From an optimization exercise on the open Yosys and OpenROAD flow, aimed at small area, a short achievable clock period and few clock cycles per item; shortcuts taken in it are not production practice. Only simulation tests tie the RTL to the original design; equivalence was not proved. Power figures rest on the tool's default switching activity, not on a simulated workload.

==> design/flow/design.v <==
`timescale 1ns / 1ps
package sdaq_pkg;
   localparam int QUEUE_DEPTH_DEF = 16;
   localparam int TIME_WIDTH_DEF  = 32;
   localparam int ID_W      = 8;
   localparam int DUR_W     = 16;
   localparam int NOW_W     = 32;
   localparam int TPU_W     = 10;
   localparam int PROD_W    = DUR_W + TPU_W;
   localparam int CNT_OUT_W = 5;
   localparam logic [TPU_W-1:0] TPU_RESET = TPU_W'(100);
   localparam int CSR_ADDR_W = 3;
   localparam int CSR_DATA_W = 32;
   localparam logic [0:0] REG_TICKS_PER_UNIT = 1'b0;
   localparam logic OP_SLEEP = 1'b0;
   localparam logic OP_CHECK = 1'b1;
   localparam logic STATUS_OK   = 1'b0;
   localparam logic STATUS_FULL = 1'b1;
   typedef struct packed {
      logic             operation;
      logic [ID_W-1:0]  waiter_id;
      logic [DUR_W-1:0] duration;
      logic [NOW_W-1:0] now;
   } req_type;
   typedef struct packed {
      logic                 woke;
      logic [ID_W-1:0]      woken_id;
      logic                 last;
      logic                 status;
      logic [CNT_OUT_W-1:0] waiting_count;
   } rsp_type;
   typedef enum logic [3:0] {
      S_IDLE,
      S_MUL,
      S_ADD,
      S_SCAN_RD,
      S_SCAN_CMP,
      S_SHIFT_RD,
      S_SHIFT_WR,
      S_INSERT,
      S_CHK_RD,
      S_CHK_CMP,
      S_REPLY
   } state_type;
endpackage
`timescale 1ns / 1ps
module sdaq_ram #(
   parameter int WIDTH = 8,
   parameter int DEPTH = 16
) (
   input  logic                     clock,
   input  logic                     we,
   input  logic [$clog2(DEPTH)-1:0] waddr,
   input  logic [WIDTH-1:0]         wdata,
   input  logic [$clog2(DEPTH)-1:0] raddr,
   output logic [WIDTH-1:0]         rdata
);
   logic [WIDTH-1:0] mem [DEPTH];
   logic [WIDTH-1:0] rdata_ff;
   always_ff @(posedge clock) begin
      if (we) begin
         mem[waddr] <= wdata;
      end
      rdata_ff <= mem[raddr];
   end
   assign rdata = rdata_ff;
endmodule
`timescale 1ns / 1ps
import sdaq_pkg::*;
module sorted_deadline_alarm_queue #(
   parameter int QUEUE_DEPTH = QUEUE_DEPTH_DEF,
   parameter int TIME_WIDTH  = TIME_WIDTH_DEF
) (
   input  logic                  clock,
   input  logic                  reset,
   input  logic                  req_valid,
   output logic                  req_stall,
   input  sdaq_pkg::req_type     req_data,
   output logic                  rsp_valid,
   input  logic                  rsp_stall,
   output sdaq_pkg::rsp_type     rsp_data,
   input  logic                  psel,
   input  logic                  penable,
   input  logic                  pwrite,
   input  logic [CSR_ADDR_W-1:0] paddr,
   input  logic [CSR_DATA_W-1:0] pwdata,
   output logic [CSR_DATA_W-1:0] prdata,
   output logic                  pready
);
   localparam int PTR_W = $clog2(QUEUE_DEPTH);
   localparam int CNT_W = $clog2(QUEUE_DEPTH + 1);
   localparam int ENT_W = TIME_WIDTH + ID_W;
   logic [TPU_W-1:0] tpu_ff;
   logic             csr_wr;
   logic             csr_hit;
   assign pready  = 1'b1;
   assign csr_hit = (paddr[CSR_ADDR_W-1:2] == REG_TICKS_PER_UNIT);
   assign csr_wr  = psel && penable && pwrite && pready;
   assign prdata  = csr_hit ? CSR_DATA_W'(tpu_ff) : '0;
   always_ff @(posedge clock) begin
      if (reset) begin
         tpu_ff <= TPU_RESET;
      end else if (csr_wr && csr_hit) begin
         tpu_ff <= pwdata[TPU_W-1:0];
      end
   end
   sdaq_pkg::state_type  state_ff, state_in;
   logic [PTR_W-1:0]     head_ff, head_in;
   logic [CNT_W-1:0]     count_ff, count_in;
   logic [CNT_W-1:0]     idx_ff, idx_in;       
   logic [CNT_W-1:0]     pos_ff, pos_in;       
   logic                 have_pend_ff, have_pend_in;
   logic                 reply_status_ff, reply_status_in;
   logic                 rsp_valid_ff, rsp_valid_in;
   logic                  op_ff, op_in;
   logic [ID_W-1:0]       id_ff, id_in;
   logic [DUR_W-1:0]      dur_ff, dur_in;
   logic [TIME_WIDTH-1:0] now_ff, now_in;
   logic [PROD_W-1:0]     prod_ff, prod_in;
   logic [TIME_WIDTH-1:0] dl_ff, dl_in;
   logic [ID_W-1:0]       pend_id_ff, pend_id_in;
   logic [CNT_W-1:0]      pend_cnt_ff, pend_cnt_in;
   sdaq_pkg::rsp_type     rsp_ff, rsp_in;
   logic                  ram_we;
   logic [PTR_W-1:0]      ram_waddr, ram_raddr;
   logic [ENT_W-1:0]      ram_wdata, ram_rdata;
   logic [TIME_WIDTH-1:0] rd_dl;
   logic [ID_W-1:0]       rd_id;
   logic out_free;
   logic head_due;
   assign rd_dl = ram_rdata[ENT_W-1:ID_W];
   assign rd_id = ram_rdata[ID_W-1:0];
   function automatic logic [PTR_W-1:0] slot(input logic [PTR_W-1:0] hd,
                                             input logic [CNT_W-1:0] ofs);
      logic [PTR_W:0] sum;
      sum = {1'b0, hd} + (PTR_W+1)'(ofs);
      if (sum >= (PTR_W+1)'(QUEUE_DEPTH)) begin
         sum = sum - (PTR_W+1)'(QUEUE_DEPTH);
      end
      slot = sum[PTR_W-1:0];
   endfunction
   function automatic logic time_after(input logic [TIME_WIDTH-1:0] a,
                                       input logic [TIME_WIDTH-1:0] b);
      logic [TIME_WIDTH-1:0] d;
      d = a - b;
      time_after = (d != '0) && !d[TIME_WIDTH-1];
   endfunction
   sdaq_ram #(
      .WIDTH(ENT_W),
      .DEPTH(QUEUE_DEPTH)
   ) u_store (
      .clock (clock),
      .we    (ram_we),
      .waddr (ram_waddr),
      .wdata (ram_wdata),
      .raddr (ram_raddr),
      .rdata (ram_rdata)
   );
   assign out_free  = !rsp_valid_ff || !rsp_stall;
   assign req_stall = (state_ff != S_IDLE);
   assign rsp_valid = rsp_valid_ff;
   assign rsp_data  = rsp_ff;
   assign head_due  = !time_after(rd_dl, now_ff);
   always_comb begin
      state_in        = state_ff;
      head_in         = head_ff;
      count_in        = count_ff;
      idx_in          = idx_ff;
      pos_in          = pos_ff;
      have_pend_in    = have_pend_ff;
      reply_status_in = reply_status_ff;
      op_in           = op_ff;
      id_in           = id_ff;
      dur_in          = dur_ff;
      now_in          = now_ff;
      prod_in         = prod_ff;
      dl_in           = dl_ff;
      pend_id_in      = pend_id_ff;
      pend_cnt_in     = pend_cnt_ff;
      rsp_in          = rsp_ff;
      rsp_valid_in    = rsp_valid_ff && rsp_stall;
      ram_we          = 1'b0;
      ram_waddr       = slot(head_ff, idx_ff);
      ram_wdata       = ram_rdata;
      ram_raddr       = slot(head_ff, idx_ff);
      case (state_ff)
         S_IDLE: begin
            if (req_valid) begin
               op_in           = req_data.operation;
               id_in           = req_data.waiter_id;
               dur_in          = req_data.duration;
               now_in          = TIME_WIDTH'(req_data.now);
               have_pend_in    = 1'b0;
               reply_status_in = STATUS_OK;
               idx_in          = '0;
               if (req_data.operation == OP_SLEEP) begin
                  if (count_ff == CNT_W'(QUEUE_DEPTH)) begin
                     reply_status_in = STATUS_FULL;
                     state_in        = S_REPLY;
                  end else begin
                     state_in = S_MUL;
                  end
               end else begin
                  state_in = S_CHK_RD;
               end
            end
         end
         S_MUL: begin
            prod_in  = PROD_W'(dur_ff) * PROD_W'(tpu_ff);
            state_in = S_ADD;
         end
         S_ADD: begin
            dl_in    = now_ff + TIME_WIDTH'(prod_ff);
            state_in = S_SCAN_RD;
         end
         S_SCAN_RD: begin
            if (idx_ff == count_ff) begin
               pos_in   = count_ff;    
               idx_in   = count_ff;
               state_in = S_SHIFT_RD;
            end else begin
               state_in = S_SCAN_CMP;
            end
         end
         S_SCAN_CMP: begin
            if (time_after(rd_dl, dl_ff)) begin
               pos_in   = idx_ff;
               idx_in   = count_ff;
               state_in = S_SHIFT_RD;
            end else begin
               idx_in   = idx_ff + 1'b1;
               state_in = S_SCAN_RD;
            end
         end
         S_SHIFT_RD: begin
            ram_raddr = slot(head_ff, idx_ff - 1'b1);
            if (idx_ff == pos_ff) begin
               state_in = S_INSERT;
            end else begin
               state_in = S_SHIFT_WR;
            end
         end
         S_SHIFT_WR: begin
            ram_we   = 1'b1;
            ram_wdata = ram_rdata;
            idx_in   = idx_ff - 1'b1;
            state_in = S_SHIFT_RD;
         end
         S_INSERT: begin
            ram_we    = 1'b1;
            ram_waddr = slot(head_ff, pos_ff);
            ram_wdata = {dl_ff, id_ff};
            count_in  = count_ff + 1'b1;
            state_in  = S_REPLY;
         end
         S_CHK_RD: begin
            ram_raddr = head_ff;
            if (count_ff == '0) begin
               state_in = S_REPLY;
            end else begin
               state_in = S_CHK_CMP;
            end
         end
         S_CHK_CMP: begin
            ram_raddr = head_ff;    
            if (!head_due) begin
               state_in = S_REPLY;
            end else if (!have_pend_ff || out_free) begin
               if (have_pend_ff) begin
                  rsp_in.woke = 1'b1;
                  rsp_in.woken_id = pend_id_ff;
                  rsp_in.last = 1'b0;
                  rsp_in.status = STATUS_OK;
                  rsp_in.waiting_count = CNT_OUT_W'(pend_cnt_ff);
                  rsp_valid_in = 1'b1;
               end
               have_pend_in = 1'b1;
               pend_id_in   = rd_id;
               pend_cnt_in  = count_ff - 1'b1;
               count_in     = count_ff - 1'b1;
               head_in      = (head_ff == PTR_W'(QUEUE_DEPTH - 1)) ? '0
                                                                  : head_ff + 1'b1;
               state_in     = S_CHK_RD;
            end
         end
         S_REPLY: begin
            if (out_free) begin
               if (have_pend_ff) begin
                  rsp_in.woke = 1'b1;
                  rsp_in.woken_id = pend_id_ff;
                  rsp_in.last = 1'b1;
                  rsp_in.status = STATUS_OK;
                  rsp_in.waiting_count = CNT_OUT_W'(pend_cnt_ff);
               end else begin
                  rsp_in.woke = 1'b0;
                  rsp_in.woken_id = '0;
                  rsp_in.last = 1'b1;
                  rsp_in.status = reply_status_ff;
                  rsp_in.waiting_count = CNT_OUT_W'(count_ff);
               end
               rsp_valid_in = 1'b1;
               have_pend_in = 1'b0;
               state_in     = S_IDLE;
            end
         end
         default: begin
            state_in = S_IDLE;
         end
      endcase
   end
   always_ff @(posedge clock) begin
      if (reset) begin
         state_ff        <= S_IDLE;
         head_ff         <= '0;
         count_ff        <= '0;
         idx_ff          <= '0;
         pos_ff          <= '0;
         have_pend_ff    <= 1'b0;
         reply_status_ff <= STATUS_OK;
         rsp_valid_ff    <= 1'b0;
      end else begin
         state_ff        <= state_in;
         head_ff         <= head_in;
         count_ff        <= count_in;
         idx_ff          <= idx_in;
         pos_ff          <= pos_in;
         have_pend_ff    <= have_pend_in;
         reply_status_ff <= reply_status_in;
         rsp_valid_ff    <= rsp_valid_in;
      end
   end
   always_ff @(posedge clock) begin
      op_ff       <= op_in;
      id_ff       <= id_in;
      dur_ff      <= dur_in;
      now_ff      <= now_in;
      prod_ff     <= prod_in;
      dl_ff       <= dl_in;
      pend_id_ff  <= pend_id_in;
      pend_cnt_ff <= pend_cnt_in;
      rsp_ff      <= rsp_in;
   end
endmodule
==> design/flow/run.sh <==
#!/bin/bash
# synth_recipe.tcl (not shown) runs the flow's synth.tcl, then flattens the netlist and writes it again
# the make line also repeats each setting of config.mk as NAME=value (left out here)
make -C /OpenROAD-flow-scripts/flow DESIGN_CONFIG=/design/flow/config.mk WORK_HOME=/design/flow/orfs CLKGATE_MAP_FILE= SYNTH_SCRIPT=/design/flow/synth_recipe.tcl finish
==> design/flow/config.mk <==
export PLATFORM = sky130hd
export DESIGN_NAME = sorted_deadline_alarm_queue
export DESIGN_NICKNAME = sorted_deadline_alarm_queue
export VERILOG_FILES = /design/flow/design.v
export SDC_FILE = /design/flow/constraint.sdc
export NUM_CORES = 4
export LEC_CHECK = 0
export CAP_MARGIN = 20
export CORE_MARGIN = 2
export CORE_UTILIZATION = 40
export SLEW_MARGIN = 20
==> design/flow/constraint.sdc <==
create_clock -name core_clock -period 8.0 [get_ports {clock}]
set_input_delay 1.6000 -clock core_clock [delete_from_list [all_inputs] [get_ports {clock}]]
set_output_delay 1.6000 -clock core_clock [all_outputs]
set_load 0.01 [all_outputs]
==> notes.md <==
[through the flow]
| stage | cells | total power [mW] | hold slack [ns] |
|---|---|---|---|
| 5_1_grt | 5523 | 18.7 | 0.442 |
| 3_5_place_dp | 5355 | 13.4 | 0.424 |
| 3_3_place_gp | 5354 | 13.3 | 0.418 |
| 2_1_floorplan | 3950 | 11.3 | 0.408 |
| 4_1_cts | 5523 | 17.6 | 0.433 |
| 6_report | 5523 | 17.6 | 0.430 |
[state kept, by name, summed over array words and instances (netlist names)]
name and flops:
state_ff 4, pos_ff 5, tpu_ff 10, have_pend_ff 1
idx_ff 5, u_store.rdata_ff 40, pend_id_ff 8, dl_ff 32
reply_status_ff 1, count_ff 5, u_store.mem 640, head_ff 4
rsp_valid_ff 1, prod_ff 26, rsp_ff 16, dur_ff 16
pend_cnt_ff 5, now_ff 32, id_ff 8
[layout make-up]
cell class / instances / area share [%]
timing repair buffer: 171 / 3.22
sequential: 859 / 49.8
inverter: 235 / 1.75
clock buffer: 116 / 4.89
multi-input combinational: 2602 / 35.7
tap: 1488 / 3.70
clock inverter: 52 / 0.931
[cell usage after synthesis, drive strengths merged, types with 8 or more instances]
library cell  number
a311oi            87
dfxtp             76
clkbuf           225
o21a              30
edfxtp           783
nand2b            23
nor2             127
o211ai            15
ha               164
a2111oi           11
a31oi             97
nor3b             11
nand2            612
a21oi            217
buf               29
nand4             19
or3               18
inv              235
nand4b             8
nor2b             32
o21bai            15
and2             245
nor4              18
xor2              30
a21o              35
o21ai            112
a211oi           221
fa               116
nand3             47
nor3              49
and3              19
o31ai             13
xnor2             64
[per-layer routing]
metal,global-route usage [%],up-vias
met5,0,-
met4,6.08,0
met3,3.16,176
met2,33.8,908
met1,29.3,15209
li1,-,14361
[logic make-up after synthesis]
group                    after synthesis  synth area share [%]
AO/OA/AOI/OAI                        938                  14.3
XOR/XNOR                              94                  1.84
adder cells (fa/ha/maj)              280                  9.80
buffers and inverters                489                  4.31
flip-flops                           859                  56.1
multiplexers                          12                 0.286
other                                  2                0.0168
AND/OR/NAND/NOR                     1255                  13.4
[worst max-delay path by stage]
stage                    from          end  slack, ns
floorplan           tpu_ff[1]  prod_ff[24]       2.34
global placement    tpu_ff[4]  prod_ff[24]       1.92
detailed placement  tpu_ff[1]  prod_ff[24]       1.91
CTS                 tpu_ff[1]  prod_ff[24]       1.88
global route        tpu_ff[1]  prod_ff[24]       1.52
finish              tpu_ff[1]  prod_ff[24]       1.89
[layout by cell type (no fill, tap or decap), types with 11 or more instances in the layout]
master,Yosys,layout
ha_1,164,164
nor4_1,18,18
clkinv_2,0,24
a21oi_1,216,216
a211oi_1,221,221
and3_1,19,19
nor2_4,0,16
and2_1,244,244
clkbuf_1,225,16
a31oi_1,97,97
o21ai_0,106,106
edfxtp_1,783,783
nor2_1,127,111
o21bai_1,15,15
inv_1,235,234
o211ai_1,15,15
o21a_1,29,28
nand2b_1,23,23
o31ai_1,13,13
xnor2_1,64,64
buf_4,23,62
nand2_1,612,611
xor2_1,30,30
conb_1,2,23
a311oi_1,87,87
fa_1,116,116
clkbuf_16,0,91
nand3_1,47,47
nor3b_1,11,11
nand4_1,19,19
clkdlybuf4s50_1,0,102
nor3_1,49,49
a21o_1,35,35
nor2b_1,32,32
or3_1,18,18
dfxtp_1,76,76
[where the power goes]
| part | switching, mW | internal, mW |
|---|---|---|
| Clock | 1.75 | 2.38 |
| Sequential | 0.405 | 5.79 |
| Combinational | 4.54 | 2.72 |
| Total | 6.70 | 10.9 |
[worst max-delay path, stage by stage (launching register included)]
cell     delay, ns
dfxtp_1       0.76
nand2_1       0.17
fa_1          0.57
inv_1         0.06
fa_1          0.51
inv_1         0.06
fa_1          0.55
fa_1          0.46
fa_1          0.52
inv_1         0.05
ha_1          0.34
and3_1        0.19
a21oi_1       0.09
o21ai_0       0.13
o41a_1        0.39
a41oi_1       0.42
nor3_1        0.12
o31a_1        0.29
nor2_1        0.11
xnor2_1       0.07
==> results by group <==
Setup path
  • Setup CP Type: flip-flop to flip-flop
  • Crit path max fanout: 18
  • Critical Path Source Type: flip-flop
  • FF-to-FF path depth: 19
  • Required time worst endpoint: 8.41 ns
  • FF-to-FF Start: tpu_ff[1]
  • R2r endpoint: prod_ff[24]
  • CP endpoint kind: flip-flop
  • Flop-to-flop setup slack: 1.89 ns
  • CP Data Arrival Time: ~6.5 ns

STA
  • Worst slew pin tran: 1.14 ns
  • Hold Vio Cnt, Final: 0
  • Post-route clock period utilization: 76.4%
  • Minimum clock period: slightly above 6 ns
  • Highest clock rate: about 160 MHz
  • Fin worst setup slack: roughly 1.9 ns
  • Final Max Slew Viols: 0
  • Unrepaired setup endpoints after global routing: no
  • Setup TNS: 0 ns
  • Max-Slew Margin vs Limit: about 24%
  • Skew final: approximately 0.034 ns
  • Final Setup Violations: 0

Die
  • Die width: roughly 340 um
  • Starting Density: 40.3%
  • Die height: between 300 and 400 um
  • Number of cell rows: 122
  • I/O pin count: 150
  • Die Area: ~110000 um^2
  • Core ar.: around 110000 um^2

Routing
  • DRC violations left: 0
  • Number of iterations in the first detailed-routing pass: 7
  • WL per Instance: roughly 22 um
  • Met2 wire length: about 56000 um
  • Met3 WL: slightly below 7000 um
  • DR vias/cell: 5.55
  • Initial DRC Count: roughly 2400
  • Vias after detailed routing: between 30000 and 40000
  • Total wire length: roughly 120000 um
  • Detail Route Antenna Nets: 0
  • Met1 Wirelength: about 54000 um
  • Top Layer Used: met4

Final layout
  • Post-Layout Inst Area: 50300 um^2
  • Post-layout util: 45.4%
  • Register Area: 25000 um^2
  • Multi-input gate area: roughly 18000 um^2
  • Ant. Diodes: 0
  • Area grow syn2layout: 12.7%
  • Fill cell count: around 10000
  • Nets: around 4300
  • Layout cells sized above 1: 6.39%

Logic synthesis
  • Ys flop type: edfxtp_1
  • Post-synth top area share: 52.7%
  • Post-synth EDFFs: about 800
  • Avg Cell Area, Syn: roughly 11 um^2
  • Ranking of synthesized cells by area: edfxtp_1, fa_1, nand2_1
  • Post-Synthesis Cells: 3929
  • Dominant cell type by area after synthesis: edfxtp_1
  • Synth Cell Area: 44600 um^2
  • Synth Register Bits: roughly 860
  • Sequential fraction of the synthesis area: between 50 and 60%
  • Synth cell types: 83
  • Asr flop ratio synth: 0%
  • Synth Warn #: 2

Place
  • GPL Wtd Cong: approximately 0.93
  • Post-DP HPWL: approximately 74000 um
  • # port buffers: 102
  • Placed Area: roughly 47000 um^2
  • Place WS: roughly 1.9 ns

GRT
  • First-pass GRT wire length: roughly 180000 um
  • GRT Resource Usage Total: roughly a fifth
  • Largest net degree at the start of global routing: between 150 and 200
  • Initial antenna violation count: 0
  • Vias in the first global route: 29013
  • GRT overflow: 0

Clocking
  • CTS tree: done
  • Post-cts repair resize count: 0
  • H-tree levels: 3
  • Cts hold-fix bufs: 0
  • Reg clk slew, reported paths: around 0.06 ns
  • CTS buffer count: 90
  • Clock latency (worst-skew pair): 0.68 ns
  • Post-CTS setup buffer count: 0
  • Root buffer cell: clkbuf_16
  • Max clock buf depth: 3
  • # clock sinks: roughly 860

Flow run
  • Maxcap violations: 0

Worst hold path
  • Hold path endpoint: pend_id_ff[3]
  • Worst hold path class: flip-flop to flip-flop
  • WHS Path Cells: 0
  • Hold Startpoint: u_store.rdata_ff[3]

Power
  • Power per cell area: around 350 nW/um^2
  • Total leakage power: about 18 nW
  • Max VDD drop: roughly 0.29 mV

Outcome
  • Status: no timing/DRC/antenna violations
Testbench counts, summed over its fixed seeds: cycles 125,311, items 9,600.

==> static timing again, ports no longer ideal <==
No port has a modelled driver above. Below, the same layout with a new extraction and two added sets of constraints.
Step 1, drivers: a clkbuf_16 drives clock and a buf_2 each remaining input, both assumed.
Step 2 moves the port delays by t, midway between the first and last clock arrival at a register: inputs arrive t later, outputs are due t later. That takes back most of the time a late clock gives input paths.
a / b / c = ideal / step 1 / step 2; a / b = the first two.
shift t [ns]: 0.733
slack for setup (ns): 1.887 / 1.887 / 1.887
worst setup path after step 2: register to register
slew at the worst register clock pin (ns): 0.07 / 0.07
After both steps setup and hold are still met in this run. The setup slack of this run moves by 0.000 ns with the drivers and by 0.000 ns with both steps.
